This is an optimization exercise on Yosys and OpenROAD, whose aim is small area, not a production implementation.
The RTL was checked by simulation tests, not by an equivalence proof against the original design.

==> flow/design.v <==
module regfile_sb_inv (input logic a, output logic y);
    assign y = !a;
endmodule
module regfile_sb_nand2 (input logic a, b, output logic y);
    assign y = !(a && b);
endmodule
module regfile_sb_o21a (input logic a, b, c, output logic y);
    assign y = (a || b) && c;
endmodule
module regfile_sb_nand3 (input logic a, b, c, output logic y);
    assign y = !(a && b && c);
endmodule
module regfile_sb_nand4 (input logic a, b, c, d, output logic y);
    assign y = !(a && b && c && d);
endmodule
module regfile_sb_and3 (input logic a, b, c, output logic y);
    assign y = a && b && c;
endmodule
module regfile_sb_or3 (input logic a, b, c, output logic y);
    assign y = a || b || c;
endmodule
module regfile_sb_hold (input logic en, enb, d, q, output logic nx);
    assign nx = (en && d) || (enb && q);
endmodule
module regfile_sb_aoi222 (input logic a1, a2, b1, b2, c1, c2, output logic y);
    assign y = !((a1 && a2) || (b1 && b2) || (c1 && c2));
endmodule
module regfile_sb_rdlast (input logic y8, y9, a, b, output logic y);
    assign y = !(y8 && y9 && !(a && b));
endmodule
module regfile_sb_mxlast (input logic y6, y7, a1, a2, b1, b2, output logic y);
    assign y = !(y6 && y7 && !((a1 && a2) || (b1 && b2)));
endmodule
module regfile_sb_rdbit (
    input  logic [30:0] s,
    input  logic [30:0] d,
    output logic        y
);
    logic [9:0] n;
    logic [2:0] g;
    for (genvar k = 0; k < 10; k++) begin : g_aoi
        regfile_sb_aoi222 u (
            .a1(s[3*k]),   .a2(d[3*k]),
            .b1(s[3*k+1]), .b2(d[3*k+1]),
            .c1(s[3*k+2]), .c2(d[3*k+2]),
            .y(n[k])
        );
    end
    regfile_sb_nand4 u_g0 (.a(n[0]), .b(n[1]), .c(n[2]), .d(n[3]), .y(g[0]));
    regfile_sb_nand4 u_g1 (.a(n[4]), .b(n[5]), .c(n[6]), .d(n[7]), .y(g[1]));
    regfile_sb_rdlast u_g2 (.y8(n[8]), .y9(n[9]), .a(s[30]), .b(d[30]), .y(g[2]));
    regfile_sb_or3 u_or (.a(g[0]), .b(g[1]), .c(g[2]), .y(y));
endmodule
module regfile_sb_mux8 (
    input  logic [7:0] s,
    input  logic [7:0] d,
    output logic       y
);
    logic [1:0] n;
    regfile_sb_aoi222 u_a (
        .a1(s[0]), .a2(d[0]), .b1(s[1]), .b2(d[1]), .c1(s[2]), .c2(d[2]), .y(n[0])
    );
    regfile_sb_aoi222 u_b (
        .a1(s[3]), .a2(d[3]), .b1(s[4]), .b2(d[4]), .c1(s[5]), .c2(d[5]), .y(n[1])
    );
    regfile_sb_mxlast u_c (
        .y6(n[0]), .y7(n[1]), .a1(s[6]), .a2(d[6]), .b1(s[7]), .b2(d[7]), .y(y)
    );
endmodule
module regfile_sb_pmux (
    input  logic [3:0]  h,
    input  logic [7:0]  l,
    input  logic [31:0] p,
    output logic        y
);
    logic [3:0] g;
    for (genvar k = 0; k < 4; k++) begin : g_grp
        regfile_sb_mux8 u (.s(l), .d(p[8*k +: 8]), .y(g[k]));
    end
    assign y = (h[0] && g[0]) || (h[1] && g[1]) || (h[2] && g[2]) || (h[3] && g[3]);
endmodule
module regfile_sb #(
    parameter int XLEN     = 32,
    parameter int NREGS    = 32,
    parameter bit ZERO_REG = 1'b1,
    parameter bit BYPASS   = 1'b1,
    localparam int AW      = $clog2(NREGS)
) (
    input  logic            clk,
    input  logic            rst_n,
    input  logic            we3,
    input  logic [AW-1:0]   wa3,
    input  logic [XLEN-1:0] wd3,
    input  logic [AW-1:0]   ra1,
    input  logic [AW-1:0]   ra2,
    output logic [XLEN-1:0] rd1,
    output logic [XLEN-1:0] rd2,
    input  logic            sb_set,
    input  logic [AW-1:0]   sb_addr,
    output logic            pend1,
    output logic            pend2,
    input  logic            clr_req,
    output logic            clr_busy,
    output logic            clr_done
);
    logic            busy;
    logic [AW-1:0]   cnt;
    logic [XLEN-1:0] regs    [1:NREGS-1];
    logic [XLEN-1:0] regs_nx [1:NREGS-1];
    logic [NREGS-1:1] valid, valid_nx, pend, pend_nx;
    logic [NREGS-1:1] en, enb, ssb, pt;
    logic [30:0] sel1, sel2;
    logic [31:0] pend_all;
    logic [30:0] col [XLEN];
    logic nbusy;
    logic [3:0] wa_h, sa_h, rh1, rh2;
    logic [7:0] wa_l, sa_l, rl1, rl2;
    always_ff @(posedge clk or negedge rst_n) begin
        if (!rst_n)
            busy <= 1'b0;
        else if (busy)
            busy <= cnt != AW'(NREGS - 1);
        else
            busy <= clr_req;
    end
    always_ff @(posedge clk) begin
        if (busy)
            cnt <= cnt + 1'b1;
        else
            cnt <= '0;
    end
    assign clr_busy = busy;
    assign clr_done = busy && cnt == AW'(NREGS - 1);
    assign nbusy = !busy;
    for (genvar h = 0; h < 4; h++) begin : g_hi
        assign wa_h[h] = we3 && wa3[4:3] == 2'(h);
        assign sa_h[h] = sb_set && !busy && !clr_req && sb_addr[4:3] == 2'(h);
        assign rh1[h]  = !busy && ra1[4:3] == 2'(h);
        assign rh2[h]  = !busy && ra2[4:3] == 2'(h);
    end
    for (genvar l = 0; l < 8; l++) begin : g_lo
        assign wa_l[l] = wa3[2:0] == 3'(l);
        assign sa_l[l] = sb_addr[2:0] == 3'(l);
        assign rl1[l]  = ra1[2:0] == 3'(l);
        assign rl2[l]  = ra2[2:0] == 3'(l);
    end
    for (genvar i = 1; i < NREGS; i++) begin : g_ent
        localparam int H = i / 8;
        localparam int L = i % 8;
        regfile_sb_nand2 u_enb (.a(wa_h[H]), .b(wa_l[L]), .y(enb[i]));
        regfile_sb_inv   u_en  (.a(enb[i]), .y(en[i]));
        for (genvar j = 0; j < XLEN; j++) begin : g_hold
            regfile_sb_hold u_hold (
                .en(en[i]), .enb(enb[i]), .d(wd3[j]), .q(regs[i][j]), .nx(regs_nx[i][j])
            );
        end
        regfile_sb_o21a u_vnx (.a(valid[i]), .b(en[i]), .c(nbusy), .y(valid_nx[i]));
        regfile_sb_nand2 u_ssb (.a(sa_h[H]), .b(sa_l[L]), .y(ssb[i]));
        regfile_sb_nand3 u_pt  (.a(pend[i]), .b(enb[i]), .c(nbusy), .y(pt[i]));
        regfile_sb_nand2 u_pnx (.a(ssb[i]), .b(pt[i]), .y(pend_nx[i]));
        always_ff @(posedge clk) begin
            regs[i] <= regs_nx[i];
        end
        always_ff @(posedge clk or negedge rst_n) begin
            if (!rst_n) begin
                valid[i] <= 1'b0;
                pend[i]  <= 1'b0;
            end else begin
                valid[i] <= valid_nx[i];
                pend[i]  <= pend_nx[i];
            end
        end
        regfile_sb_and3 u_s1 (.a(rh1[H]), .b(rl1[L]), .c(valid_nx[i]), .y(sel1[i-1]));
        regfile_sb_and3 u_s2 (.a(rh2[H]), .b(rl2[L]), .c(valid_nx[i]), .y(sel2[i-1]));
        assign pend_all[i] = pend[i];
    end
    assign pend_all[0] = 1'b0;
    for (genvar j = 0; j < XLEN; j++) begin : g_bit
        for (genvar i = 1; i < NREGS; i++) begin : g_col
            assign col[j][i-1] = regs_nx[i][j];
        end
        regfile_sb_rdbit u_rd1 (.s(sel1), .d(col[j]), .y(rd1[j]));
        regfile_sb_rdbit u_rd2 (.s(sel2), .d(col[j]), .y(rd2[j]));
    end
    regfile_sb_pmux u_p1 (.h(rh1), .l(rl1), .p(pend_all), .y(pend1));
    regfile_sb_pmux u_p2 (.h(rh2), .l(rl2), .p(pend_all), .y(pend2));
endmodule
Settings: LEC_CHECK=0, CAP_MARGIN=20, CORE_MARGIN=2, CORE_UTILIZATION=40, CTS_BUF_LIST=sky130_fd_sc_hd__clkbuf_4, CTS_CLUSTER_DIAMETER=40, CTS_CLUSTER_SIZE=8, SLEW_MARGIN=20, SYNTH_HIERARCHICAL=1, SYNTH_MINIMUM_KEEP_SIZE=0; clock period 8.0 ns.
standard.sh (not shown) runs the stock make flow with config.mk's settings and CLKGATE_MAP_FILE= SYNTH_SCRIPT=/design/flow/synth_recipe.tcl, a recipe that flattens the netlist after the stock synthesis.
==> flow/flow/run.sh <==
#!/bin/bash
# Layout flow: the standard synthesis, then the standard ORFS steps with
# a few of their settings changed:
# - ports are buffered with buf_2 cells instead of the default delay buffers;
# - clock tree synthesis uses clkbuf_4 cells in clusters of at most 8 sinks
#   and inserts no dummy loads.
# Each step's full output goes to a log file in this folder.
set -e
bash standard.sh synth > synth.log 2>&1
export BUFFER_PORTS_ARGS="-buffer_cell sky130_fd_sc_hd__buf_2"
export CTS_ARGS="-sink_clustering_enable -repair_clock_nets -dont_use_dummy_load -buf_list sky130_fd_sc_hd__clkbuf_4 -sink_clustering_size 8 -sink_clustering_max_diameter 40"
bash standard.sh finish > finish.log 2>&1
Rerun with:
--- a/flow/design.v
+++ b/flow/design.v
@@ -131,11 +131,11 @@
     end
     assign clr_busy = busy;
     assign clr_done = busy && cnt == AW'(NREGS - 1);
     assign nbusy = !busy;
     for (genvar h = 0; h < 4; h++) begin : g_hi
-        assign wa_h[h] = we3 && wa3[4:3] == 2'(h);
+        assign wa_h[h] = we3 && !busy && wa3[4:3] == 2'(h);
         assign sa_h[h] = sb_set && !busy && !clr_req && sb_addr[4:3] == 2'(h);
         assign rh1[h]  = !busy && ra1[4:3] == 2'(h);
         assign rh2[h]  = !busy && ra2[4:3] == 2'(h);
     end
     for (genvar l = 0; l < 8; l++) begin : g_lo
Effect: Via count goes down by 1.7%; die area barely changes; routed wire length shrinks by about 3%; area after synthesis is about the same; first-iteration DRC count shrinks by 12%.

-- what the ideal ports hide --
The flow's constraints put no driver on any port. The routed layouts listed below were extracted and timed again, unchanged, in two steps.
Step 1 sets driving cells, clkbuf_16 on the clock port and buf_2 on the other inputs (assumed; they add their load-dependent delay and slew).
Step 2 times the ports against the registers' clock, not the clock port: input delays grow and output delays shrink by t, the midpoint of the rising clock arrivals with the driver on.
Three values: ideal, step 1, step 2; two values: the first two.
run	t (ns)	setup slack, ns	slew at the worst register clock pin (ns)
the first run	1.187	0.614 / 0.584 / 0.584	0.10 / 0.10
the second run	1.141	0.247 / 0.176 / 0.575	0.11 / 0.11
After both steps setup and hold are still met in every run listed. For the first run, which loses most, drivers alone change the setup slack by -0.030 ns; drivers and shift together by -0.030 ns.
